This is an optimization exercise on Yosys and OpenROAD, whose aim is small area, not a production implementation.
At most, simulation tests tie the RTL to the original design; equivalence was not proved.
Power figures rest on the tool's default switching activity, not on a simulated workload.

==> build 97 <==
// pdm_mic_top
module pdm_mic_top (
    input  logic                    clk_i,
    input  logic                    rst_n_i,
    input  logic                    clear_i,
    input  logic [7-1:0] decim_i,
    input  logic                    pdm_data_i,
    input  logic                    rd_en_i,
    output logic                    pdm_clk_o,
    output logic [16-1:0] audio_o,
    output logic                    audio_valid_o,
    output logic                    clip_o,
    output logic                    overflow_o
);
    logic        pdm_bit;      
    logic        pdm_valid;
    logic [2:0]  phase;
    logic [16:0] pcm_word;     
    logic        pcm_valid;
    logic [16:0] fifo_word;
    logic        fifo_empty;
    logic        fifo_pop;
    pdm_sampler pdm_sampler_i (
        .clk_i       (clk_i),
        .rst_n_i     (rst_n_i),
        .pdm_data_i  (pdm_data_i),
        .pdm_clk_o   (pdm_clk_o),
        .pdm_bit_o   (pdm_bit),
        .pdm_valid_o (pdm_valid),
        .phase_o     (phase)
    );
    cic_filter cic_filter_i (
        .clk_i       (clk_i),
        .rst_n_i     (rst_n_i),
        .clear_i     (clear_i),
        .decim_i     (decim_i),
        .pdm_bit_i   (pdm_bit),
        .pdm_valid_i (pdm_valid),
        .pcm_o       (pcm_word),
        .pcm_valid_o (pcm_valid)
    );
    pcm_fifo pcm_fifo_i (
        .clk_i      (clk_i),
        .rst_n_i    (rst_n_i),
        .clear_i    (clear_i),
        .phase_i    (phase),
        .wr_i       (pcm_valid),
        .wr_data_i  (pcm_word),
        .rd_i       (fifo_pop),
        .rd_data_o  (fifo_word),
        .empty_o    (fifo_empty),
        .overflow_o (overflow_o)
    );
    pcm_reader pcm_reader_i (
        .clk_i         (clk_i),
        .rst_n_i       (rst_n_i),
        .rd_en_i       (rd_en_i),
        .empty_i       (fifo_empty),
  ...
clock: 10.0 ns
lec_check: 0
cap_margin: 20
core_margin: 2
core_utilization: 80
cts_cluster_diameter: 60
cts_cluster_size: 30
place_density: 0.85
slew_margin: 20
standard.sh (not shown) runs the stock make flow with config.mk's settings and CLKGATE_MAP_FILE= SYNTH_SCRIPT=/design/flow/synth_recipe.tcl, a recipe that flattens the netlist after the stock synthesis.
==> flow/flow/run.sh <==
#!/bin/bash
# Own flow: the standard layout (standard.sh), with the port buffers made
# from the smallest buffer cell and clock-tree synthesis without dummy loads.
set -euo pipefail
export BUFFER_PORTS_ARGS="-buffer_cell sky130_fd_sc_hd__buf_1"
export CTS_ARGS="-sink_clustering_enable -repair_clock_nets -sink_clustering_size 30 -sink_clustering_max_diameter 60 -dont_use_dummy_load"
bash standard.sh > standard_flow.log 2>&1
==> build 5 (differences from build 97) <==
==> flow/design.v (replaced) <==
`default_nettype none
module pdm_sampler (
    input  logic       clk_i,
    input  logic       rst_n_i,
    input  logic       pdm_data_i,
    output logic       pdm_clk_o,
    output logic       pdm_bit_o,
    output logic       pdm_valid_o,
    output logic [2:0] phase_o
);
    logic [2:0] ph_q;
    logic [1:0] sync_q;
    logic       valid_q;
    always_ff @(posedge clk_i) begin
        if (!rst_n_i) begin
            ph_q    <= '0;
            valid_q <= 1'b0;
        end else begin
            ph_q    <= ph_q + 1'b1;
            valid_q <= (ph_q == 3'd7);   
        end
    end
    always_ff @(posedge clk_i) begin
        sync_q <= {sync_q[0], pdm_data_i};   
    end
    assign pdm_clk_o   = ph_q[2];
    assign pdm_bit_o   = sync_q[1];
    assign pdm_valid_o = valid_q;
    assign phase_o     = ph_q;
endmodule
`default_nettype wire
`default_nettype none
module cic_filter (
    input  logic                    clk_i,
    input  logic                    rst_n_i,
    input  logic                    clear_i,
    input  logic [7-1:0] decim_i,
    input  logic                    pdm_bit_i,
    input  logic                    pdm_valid_i,
    output logic [16:0]             pcm_o,         
    output logic                    pcm_valid_o
);
    localparam int N = 4;
    logic clr;
    assign clr = !rst_n_i || clear_i;
    logic [7-1:0] decim_cnt;
    logic                    fire;
    assign fire = pdm_valid_i && (decim_cnt == 7'(1));
    always_ff @(posedge clk_i) begin
        if (clr) begin
            decim_cnt <= decim_i;
        end else if (pdm_valid_i) begin
            decim_cnt <= fire ? decim_i : decim_cnt - 1'b1;
        end
    end
    logic [2:0] fill_q;   
    always_ff @(posedge clk_i) begin
        if (clr) begin
            fill_q <= '0;
        end else if (fire && !fill_q[2]) begin
            fill_q <= fill_q + 1'b1;
        end
    end
    logic [2:0] step_q;
    logic       start;
    always_ff @(posedge clk_i) begin
        step_q <= (step_q >= 3'd6) ? 3'd0 : step_q + 1'b1;
    end
    assign start = (step_q == 3'd0);
    logic act_p, fire_p, bit_p;    
    always_ff @(posedge clk_i) begin
        if (clr) begin
            act_p  <= 1'b0;
            fire_p <= 1'b0;
        end else if (pdm_valid_i && !start) begin
            act_p  <= 1'b1;
            fire_p <= fire;
        end else if (start) begin
            act_p  <= 1'b0;
            fire_p <= 1'b0;
        end
    end
    always_ff @(posedge clk_i) begin
        if (pdm_valid_i) bit_p <= pdm_bit_i;
    end
    logic zero_q, mask_q, act_q, fire_q;
    logic mask, act, fire_now, bit_now;
    always_ff @(posedge clk_i) begin
        if (clr)        zero_q <= 1'b1;
        else if (start) zero_q <= 1'b0;
    end
    always_ff @(posedge clk_i) begin
        if (start) begin
            mask_q <= zero_q;
            act_q  <= act_p | pdm_valid_i;
            fire_q <= fire_p | fire;
        end
    end
    assign mask     = start ? zero_q                : mask_q;
    assign act      = start ? (act_p | pdm_valid_i) : act_q;
    assign fire_now = start ? (fire_p | fire)       : fire_q;
    assign bit_now  = pdm_valid_i ? pdm_bit_i : bit_p;
    logic [27:0] integ_q [N];
    logic [3:0]  integ_d [N];    
    logic [N-1:0] icarry_q;
    for (genvar i = 0; i < N; i++) begin : g_integ
        logic [3:0] addend;
        logic       cin;
        logic [4:0] sum;
        assign integ_d[i] = mask ? 4'd0 : integ_q[i][3:0];
        if (i == 0) begin : g_head
            assign addend = 4'd0;
            assign cin    = start ? (act & bit_now) : icarry_q[i];   
        end else begin : g_tail
            assign addend = act ? integ_d[i-1] : 4'd0;
            assign cin    = start ? 1'b0 : icarry_q[i];
        end
        assign sum = {1'b0, integ_d[i]} + {1'b0, addend} + {4'd0, cin};
        always_ff @(posedge clk_i) begin
            integ_q[i]  <= {sum[3:0], integ_q[i][27:4]};
            icarry_q[i] <= sum[4];
        end
    end
    logic [27:0]  comb_q [N];
    logic [3:0]   comb_in [N+1];
    logic [N-1:0] cborrow_q;
    assign comb_in[0] = integ_d[N-1];
    for (genvar i = 0; i < N; i++) begin : g_comb
        logic [3:0] dly;
        logic       cin;
        logic [4:0] diff;
        assign dly  = mask ? 4'd0 : comb_q[i][3:0];
        assign cin  = start ? 1'b1 : cborrow_q[i];
        assign diff = {1'b0, comb_in[i]} + {1'b0, ~dly} + {4'd0, cin};
        assign comb_in[i+1] = diff[3:0];
        always_ff @(posedge clk_i) begin
            comb_q[i]    <= {(fire_now ? comb_in[i] : dly), comb_q[i][27:4]};
            cborrow_q[i] <= diff[4];
        end
    end
    logic [3:0]  zd;
    logic [15:0] line_lo [4];
    logic        line_ov [4];
    assign zd = comb_in[N];
    always_ff @(posedge clk_i) begin
        if (fire_now && (step_q < 3'd4)) begin
            line_lo[0] <= {zd, line_lo[0][15:4]};
        end
        if (fire_now && (step_q >= 3'd4)) begin
            line_ov[0] <= (step_q != 3'd4 && line_ov[0]) || (zd != 4'd0);
        end
    end
    for (genvar i = 1; i < 4; i++) begin : g_line
        always_ff @(posedge clk_i) begin
            if (start && fire_now) begin
                line_lo[i] <= line_lo[i-1];
                line_ov[i] <= line_ov[i-1];
            end
        end
    end
    assign pcm_valid_o = fill_q[2] & fire & ~clear_i;
    assign pcm_o       = {line_ov[3], line_lo[3]};
endmodule
`default_nettype wire
`default_nettype none
module pcm_fifo (
    input  logic        clk_i,
    input  logic        rst_n_i,
    input  logic        clear_i,
    input  logic        wr_i,
    input  logic [16:0] wr_data_i,
    input  logic        rd_i,
    output logic [16:0] rd_data_o,
    output logic        empty_o,
    output logic        overflow_o
);
    localparam int AW = $clog2(8);
    logic [16:0] mem [8];
    logic [AW:0] wr_ptr;        
    logic [AW:0] rd_ptr;
    logic [AW-1:0] rd_slot_q;   
    logic        full;
    logic        wr_ok;
    logic        overflow_q;
    assign empty_o = (wr_ptr == rd_ptr);
    assign full    = (wr_ptr[AW] != rd_ptr[AW]) && (wr_ptr[AW-1:0] == rd_ptr[AW-1:0]);
    assign wr_ok   = wr_i & ~full;   
    always_ff @(posedge clk_i) begin
        if (!rst_n_i || clear_i) begin
            wr_ptr <= '0;
            rd_ptr <= '0;
        end else begin
            if (wr_ok) begin
                wr_ptr <= wr_ptr + 1'b1;
            end
            if (rd_i) begin
                rd_ptr <= rd_ptr + 1'b1;
            end
        end
    end
    always_ff @(posedge clk_i) begin
        if (!rst_n_i || clear_i) begin
            overflow_q <= 1'b0;
        end else if (wr_i && full) begin
            overflow_q <= 1'b1;   
        end
    end
    always_ff @(posedge clk_i) begin
        if (wr_ok) begin
            mem[wr_ptr[AW-1:0]] <= wr_data_i;
        end
    end
    always_ff @(posedge clk_i) begin
        rd_slot_q <= rd_ptr[AW-1:0];
    end
    assign rd_data_o  = mem[rd_slot_q];
    assign overflow_o = overflow_q;
endmodule
`default_nettype wire
`default_nettype none
module pcm_reader (
    input  logic                    clk_i,
    input  logic                    rst_n_i,
    input  logic                    rd_en_i,
    input  logic                    empty_i,
    input  logic [16:0]             word_i,    
    output logic                    pop_o,
    output logic [16-1:0] audio_o,
    output logic                    audio_valid_o,
    output logic                    clip_o
);
    logic                    pend_q;
    logic                    over;
    logic [16-1:0] audio_q;
    logic                    valid_q;
    logic                    clip_q;
    assign pop_o = rd_en_i & ~empty_i & ~pend_q;
    always_ff @(posedge clk_i) begin
        if (!rst_n_i) begin
            pend_q <= 1'b0;
        end else begin
            pend_q <= pop_o;   
        end
    end
    assign over = word_i[16];
    always_ff @(posedge clk_i) begin
        if (!rst_n_i) begin
            valid_q <= 1'b0;
            clip_q  <= 1'b0;
        end else begin
            valid_q <= pend_q;
            if (pend_q) begin
                clip_q <= over;
            end
        end
    end
    always_ff @(posedge clk_i) begin
        audio_q <= over ? '1 : word_i[16-1:0];
    end
    assign audio_o       = audio_q;
    assign audio_valid_o = valid_q;
    assign clip_o        = clip_q;
endmodule
`default_nettype wire
`default_nettype none
module pdm_mic_top (
    input  logic                    clk_i,
    input  logic                    rst_n_i,
    input  logic                    clear_i,
    input  logic [7-1:0] decim_i,
    input  logic                    pdm_data_i,
    input  logic                    rd_en_i,
    output logic                    pdm_clk_o,
    output logic [16-1:0] audio_o,
    output logic                    audio_valid_o,
    output logic                    clip_o,
    output logic                    overflow_o
);
    logic        pdm_bit;      
    logic        pdm_valid;
    logic [2:0]  phase;
    logic [16:0] pcm_word;     
    logic        pcm_valid;
    logic [16:0] fifo_word;
    logic        fifo_empty;
    logic        fifo_pop;
    pdm_sampler pdm_sampler_i (
        .clk_i       (clk_i),
        .rst_n_i     (rst_n_i),
        .pdm_data_i  (pdm_data_i),
        .pdm_clk_o   (pdm_clk_o),
        .pdm_bit_o   (pdm_bit),
        .pdm_valid_o (pdm_valid),
        .phase_o     (phase)
    );
    cic_filter cic_filter_i (
        .clk_i       (clk_i),
        .rst_n_i     (rst_n_i),
        .clear_i     (clear_i),
        .decim_i     (decim_i),
        .pdm_bit_i   (pdm_bit),
        .pdm_valid_i (pdm_valid),
        .pcm_o       (pcm_word),
        .pcm_valid_o (pcm_valid)
    );
    pcm_fifo pcm_fifo_i (
        .clk_i      (clk_i),
        .rst_n_i    (rst_n_i),
        .clear_i    (clear_i),
        .wr_i       (pcm_valid),
        .wr_data_i  (pcm_word),
        .rd_i       (fifo_pop),
        .rd_data_o  (fifo_word),
        .empty_o    (fifo_empty),
        .overflow_o (overflow_o)
    );
    pcm_reader pcm_reader_i (
        .clk_i         (clk_i),
        .rst_n_i       (rst_n_i),
        .rd_en_i       (rd_en_i),
        .empty_i       (fifo_empty),
        .word_i        (fifo_word),
        .pop_o         (fifo_pop),
        .audio_o       (audio_o),
        .audio_valid_o (audio_valid_o),
        .clip_o        (clip_o)
    );
endmodule
`default_nettype wire
==> flow/run.sh (new file) <==
#!/bin/bash
# synth_recipe.tcl (not shown) runs the flow's synth.tcl, then flattens the netlist and writes it again
# the make line also repeats each setting of config.mk as NAME=value (left out here)
make -C /OpenROAD-flow-scripts/flow DESIGN_CONFIG=/design/flow/config.mk WORK_HOME=/design/flow/orfs CLKGATE_MAP_FILE= SYNTH_SCRIPT=/design/flow/synth_recipe.tcl finish
Settings changed: ABC_AREA from default to 1, CORE_UTILIZATION 80 to 70, PLACE_DENSITY 0.85 to 0.8.
removed: flow/flow/run.sh
removed: flow/standard.sh
==> notes.md <==
Clock buffers: build 5 29; build 97 20
Vias per inst: build 5 5.38; build 97 6.29
Result of the run: build 5 timing/DRC/antenna clean; build 97 timing/DRC/antenna clean
Mapped Area: build 5 0.0159 mm2; build 97 0.0137 mm2
Minimum clock period: build 5 5.08 ns; build 97 5.77 ns
Clock transition time at the flip-flop clock pins of the worst setup and hold paths: build 5 0.10 ns; build 97 0.11 ns
Total number of yosys warnings: build 5 10; build 97 11
Leakage power: build 5 6.65 nW; build 97 5.75 nW
Area of the multi-input gates: build 5 0.00332 mm2; build 97 0.00334 mm2
Pre-CTS setup slack: build 5 4.89 ns; build 97 4.76 ns
Total power per unit cell area: build 5 191 mW/mm2; build 97 206 mW/mm2
Count of flip-flops with a built-in enable after synthesis: build 5 211; build 97 83
Worst path depth: build 5 18; build 97 17
First-pass GRT wire length: build 5 40.9 mm; build 97 43.4 mm
Detailed router's first-iteration violation count: build 5 521; build 97 812
Multi-input gate share of total cell area: build 5 19.1%; build 97 23.0%
Met3 Usage GRT: build 5 3.33%; build 97 4.32%
Cell with the biggest individual delay on the critical path: build 5 o21ai_4; build 97 fa_1
Met2 Resource Use GR: build 5 38.6%; build 97 54.6%
Pin count of the biggest net entering global routing: build 5 70; build 97 54
Final instance area: build 5 0.0174 mm2; build 97 0.0145 mm2
Function not checked in build 5: the RTL went through the layout flow alone.

port drivers added, routing unchanged:
The results above use ideal ports. As a check the final layouts listed here were re-extracted and re-timed, cells and wires unchanged. Step 1 (the two cells are an assumption about what drives the block):
set clk [get_ports {clk_i}]
set_driving_cell -lib_cell sky130_fd_sc_hd__clkbuf_16 $clk
set_driving_cell -lib_cell sky130_fd_sc_hd__buf_2 [delete_from_list [all_inputs] $clk]
Step 2 also shifts input and output timing later by t, the mid clock arrival at the registers, as if the neighbouring blocks saw the same clock. Slacks: no drivers / after step 1 / after step 2; pairs: no drivers / after step 1.
| run | t (ns) | setup WS [ns] | worst setup path after step 2 | cell pins on the clock port's net |
|---|---|---|---|---|
| build 97 | 0.557 | 4.231 / 4.231 / 4.231 | register to register | 1 |
| build 5 | 0.584 | 4.917 / 4.917 / 4.917 | register to register | 1 |
After both steps every run listed still meets setup and hold.
